Background: an optimization exercise with open tools, aiming at small area. Do not read the settings as production practice.
The RTL was checked by simulation tests, not by an equivalence proof against the original design.
No activity file was given, so power comes from the tool's default toggle rates.

run 1:
==> flow/design.v <==
`default_nettype none
module rgbled_frame_scheduler #(
    parameter int LEDS           = 10,
    parameter int BITS_PER_LED   = 24,
    parameter int RESET_CYCLES   = 1500,
    parameter int REFRESH_CYCLES = 0
) (
    input  wire logic                         clk,
    input  wire logic                         reset,
    input  wire logic [LEDS*BITS_PER_LED-1:0] frame_data,
    input  wire logic                         frame_rdy,
    output logic [BITS_PER_LED-1:0]           led_word,
    output logic                              led_valid,
    input  wire logic                         led_ready,
    input  wire logic                         ser_idle,
    output logic                              busy,
    output logic [7:0]                        frame_count,
    output logic                              overrun
);
    localparam int FRAME_W = LEDS * BITS_PER_LED;
    localparam int CNT_W   = 11;
    localparam logic [CNT_W-1:0] LAST_IDX = CNT_W'(LEDS - 1);
    localparam logic [CNT_W-1:0] LAT_END  = CNT_W'(LEDS - 1 + RESET_CYCLES - 1);
    logic [1:0]         rdy_sync;
    logic               rdy_prev;
    logic               rdy_edge;
    logic [FRAME_W-1:0] shadow;
    logic [FRAME_W-1:0] work;
    logic               pending;
    logic               latching;
    logic [CNT_W-1:0]   cnt;
    logic               take;
    logic               last_word;
    logic               lat_done;
    always_ff @(posedge clk) begin
        if (reset) rdy_sync <= 2'b00;
        else       rdy_sync <= {rdy_sync[0], frame_rdy};
        rdy_prev <= rdy_sync[1];
    end
    assign rdy_edge  = rdy_sync[1] & ~rdy_prev;
    assign take      = ~busy & pending;
    assign last_word = (cnt & LAST_IDX) == LAST_IDX;
    assign lat_done  = (cnt & LAT_END) == LAT_END;
    always_ff @(posedge clk) begin
        if (rdy_edge) shadow <= frame_data;
        if (take)     work   <= shadow;
    end
    always_ff @(posedge clk) begin
        if (take) cnt <= '0;
        else if ((led_valid && led_ready && !last_word) || latching) cnt <= cnt + 1'b1;
    end
    always_ff @(posedge clk) begin
        if (reset) begin
            pending     <= 1'b0;
            overrun     <= 1'b0;
            led_valid   <= 1'b0;
            busy        <= 1'b0;
            latching    <= 1'b0;
            frame_count <= 8'd0;
        end else begin
            overrun <= rdy_edge & pending;
            if (rdy_edge)  pending <= 1'b1;
            else if (take) pending <= 1'b0;
            if (take) begin
                led_valid <= 1'b1;
                busy      <= 1'b1;
            end else if (led_valid) begin
                if (led_ready && last_word) led_valid <= 1'b0;
            end else if (latching) begin
                if (lat_done) begin
                    latching    <= 1'b0;
                    busy        <= 1'b0;
                    frame_count <= frame_count + 8'd1;
                end
            end else if (busy && ser_idle) begin
                latching <= 1'b1;
            end
        end
    end
    logic [9:0] sel;
    always_comb begin
        for (int k = 0; k < 8; k++) sel[k] = ~cnt[3] & (cnt[2:0] == 3'(k));
        sel[8] = cnt[3] & ~cnt[0];
        sel[9] = cnt[3] & cnt[0];
        led_word = '0;
        for (int k = 0; k < 10; k++)
            led_word = led_word | (work[FRAME_W-1-24*k -: 24] & {24{sel[k]}});
    end
endmodule
`default_nettype wire
==> flow/config.mk <==
export PLATFORM = sky130hd
export DESIGN_NAME = rgbled_frame_scheduler
export DESIGN_NICKNAME = rgbled_frame_scheduler
export VERILOG_FILES = /design/flow/design.v
export SDC_FILE = /design/flow/constraint.sdc
export NUM_CORES = 4
export LEC_CHECK = 0
export CAP_MARGIN = 20
export CORE_MARGIN = 2
export CORE_UTILIZATION = 60
export SLEW_MARGIN = 20
==> flow/constraint.sdc <==
create_clock -name core_clock -period 10.0 [get_ports {clk}]
set_input_delay 2.0000 -clock core_clock [delete_from_list [all_inputs] [get_ports {clk}]]
set_output_delay 2.0000 -clock core_clock [all_outputs]
set_load 0.01 [all_outputs]
standard.sh (not shown) runs the stock make flow with config.mk's settings and CLKGATE_MAP_FILE= SYNTH_SCRIPT=/design/flow/synth_recipe.tcl, a recipe that flattens the netlist after the stock synthesis.
==> flow/flow/run.sh <==
#!/bin/bash
set -euo pipefail
export BUFFER_PORTS_ARGS="-buffer_cell sky130_fd_sc_hd__buf_1"
export CTS_ARGS="-sink_clustering_enable -repair_clock_nets -buf_list sky130_fd_sc_hd__clkbuf_16 -sink_clustering_size 25 -sink_clustering_max_diameter 80 -dont_use_dummy_load"
bash standard.sh > standard.log 2>&1
Edits applied to the flow inputs when going from run 1 to run 2:
==> flow/design.v, changed modules only <==
module rgbled_frame_scheduler #(
    parameter int LEDS           = 10,
    parameter int BITS_PER_LED   = 24,
    parameter int RESET_CYCLES   = 1500,
    parameter int REFRESH_CYCLES = 0
) (
    input  wire logic                         clk,
    input  wire logic                         reset,
    input  wire logic [LEDS*BITS_PER_LED-1:0] frame_data,
    input  wire logic                         frame_rdy,
    output logic [BITS_PER_LED-1:0]           led_word,
    output logic                              led_valid,
    input  wire logic                         led_ready,
    input  wire logic                         ser_idle,
    output logic                              busy,
    output logic [7:0]                        frame_count,
    output logic                              overrun
);
    localparam int FRAME_W = LEDS * BITS_PER_LED;
    localparam logic [10:0] LAT_END = 11'h01c;
    logic [1:0]         rdy_sync;
    logic               rdy_prev;
    logic               rdy_edge;
    logic [FRAME_W-1:0] shadow;
    logic [FRAME_W-1:0] work;
    logic               pending;
    logic               latching;
    logic [10:0]        ptr;
    logic               take;
    always_ff @(posedge clk) begin
        if (reset) rdy_sync <= 2'b00;
        else       rdy_sync <= {rdy_sync[0], frame_rdy};
        rdy_prev <= rdy_sync[1];
    end
    assign rdy_edge = rdy_sync[1] & ~rdy_prev;
    assign take     = ~busy & pending;
    always_ff @(posedge clk) begin
        if (rdy_edge) shadow <= frame_data;
        if (take)     work   <= shadow;
    end
    always_ff @(posedge clk) begin
        if (take) ptr <= 11'd1;
        else if ((led_valid && led_ready) || latching)
            ptr <= {ptr[9:0], latching & (ptr[10] ^ ptr[8])};
    end
    always_ff @(posedge clk) begin
        if (reset) begin
            pending     <= 1'b0;
            overrun     <= 1'b0;
            led_valid   <= 1'b0;
            busy        <= 1'b0;
            latching    <= 1'b0;
            frame_count <= 8'd0;
        end else begin
            overrun <= rdy_edge & pending;
            if (rdy_edge)  pending <= 1'b1;
            else if (take) pending <= 1'b0;
            if (take) begin
                led_valid <= 1'b1;
                busy      <= 1'b1;
            end else if (led_valid) begin
                if (led_ready && ptr[LEDS-1]) led_valid <= 1'b0;
            end else if (latching) begin
                if (ptr == LAT_END) begin
                    latching    <= 1'b0;
                    busy        <= 1'b0;
                    frame_count <= frame_count + 8'd1;
                end
            end else if (busy && ser_idle) begin
                latching <= 1'b1;
            end
        end
    end
    always_comb begin
        led_word = '0;
        for (int k = 0; k < LEDS; k++)
            led_word = led_word | (work[FRAME_W-1-BITS_PER_LED*k -: BITS_PER_LED] & {BITS_PER_LED{ptr[k]}});
    end
endmodule
Results
Compared with run 1, run 2 shows a full die area that is 2.6% lower.
Diff run 1 -> run 2: number of logic stages on the critical path including buffering shows a reduction of 1, overall power after layout shows a reduction of 11%, maximum cell stage delay along the critical path shows a reduction of 390 ps, fraction of area in non-clock buffers shows an increase of 0.43 points.
Taking run 1 as the reference, in run 2 design area now smaller; share of the final layout cell area in multi-input gates now smaller; final wirelength now larger; area of placed instances now smaller.
Looking only at clock skew, and setting everything else aside, the higher value of run 2 and run 1 goes to run 2.
Note that the detailed-routed wire length on met3 recorded for run 1 amounts to 1.06 times the value seen in run 2.
Against run 1, run 2 reports a via-per-instance ratio that is higher.
Worst path setup slack after routing ends up higher on run 2.
Run 2: flip-flop and latch share of the layout cell area 1.7 points above run 1

re-timing with driven ports:
In the flow no input, the clock included, has a driving cell. The finished layouts below were timed again as built, in two steps.
Step 1, drivers: a clkbuf_16 drives clk and a buf_2 each remaining input, both assumed.
Step 2, shift: input delay + t, output delay - t, t = (earliest + latest rising clock arrival at the registers) / 2. This alone moves slack from input paths to output paths.
Three values: ideal, step 1, step 2; two values: the first two.
run	t, ns	slack for setup (ns)	worst setup path after step 2	latest minus earliest clock arrival (ns)	worst register clock-pin slew, ns
run 1	0.578	4.314 / 4.263 / 4.840	register to output	0.041 / 0.041	0.09 / 0.09
run 2	0.581	5.759 / 5.708 / 6.289	register to output	0.047 / 0.046	0.10 / 0.10
After both steps setup and hold are still met in every run listed.
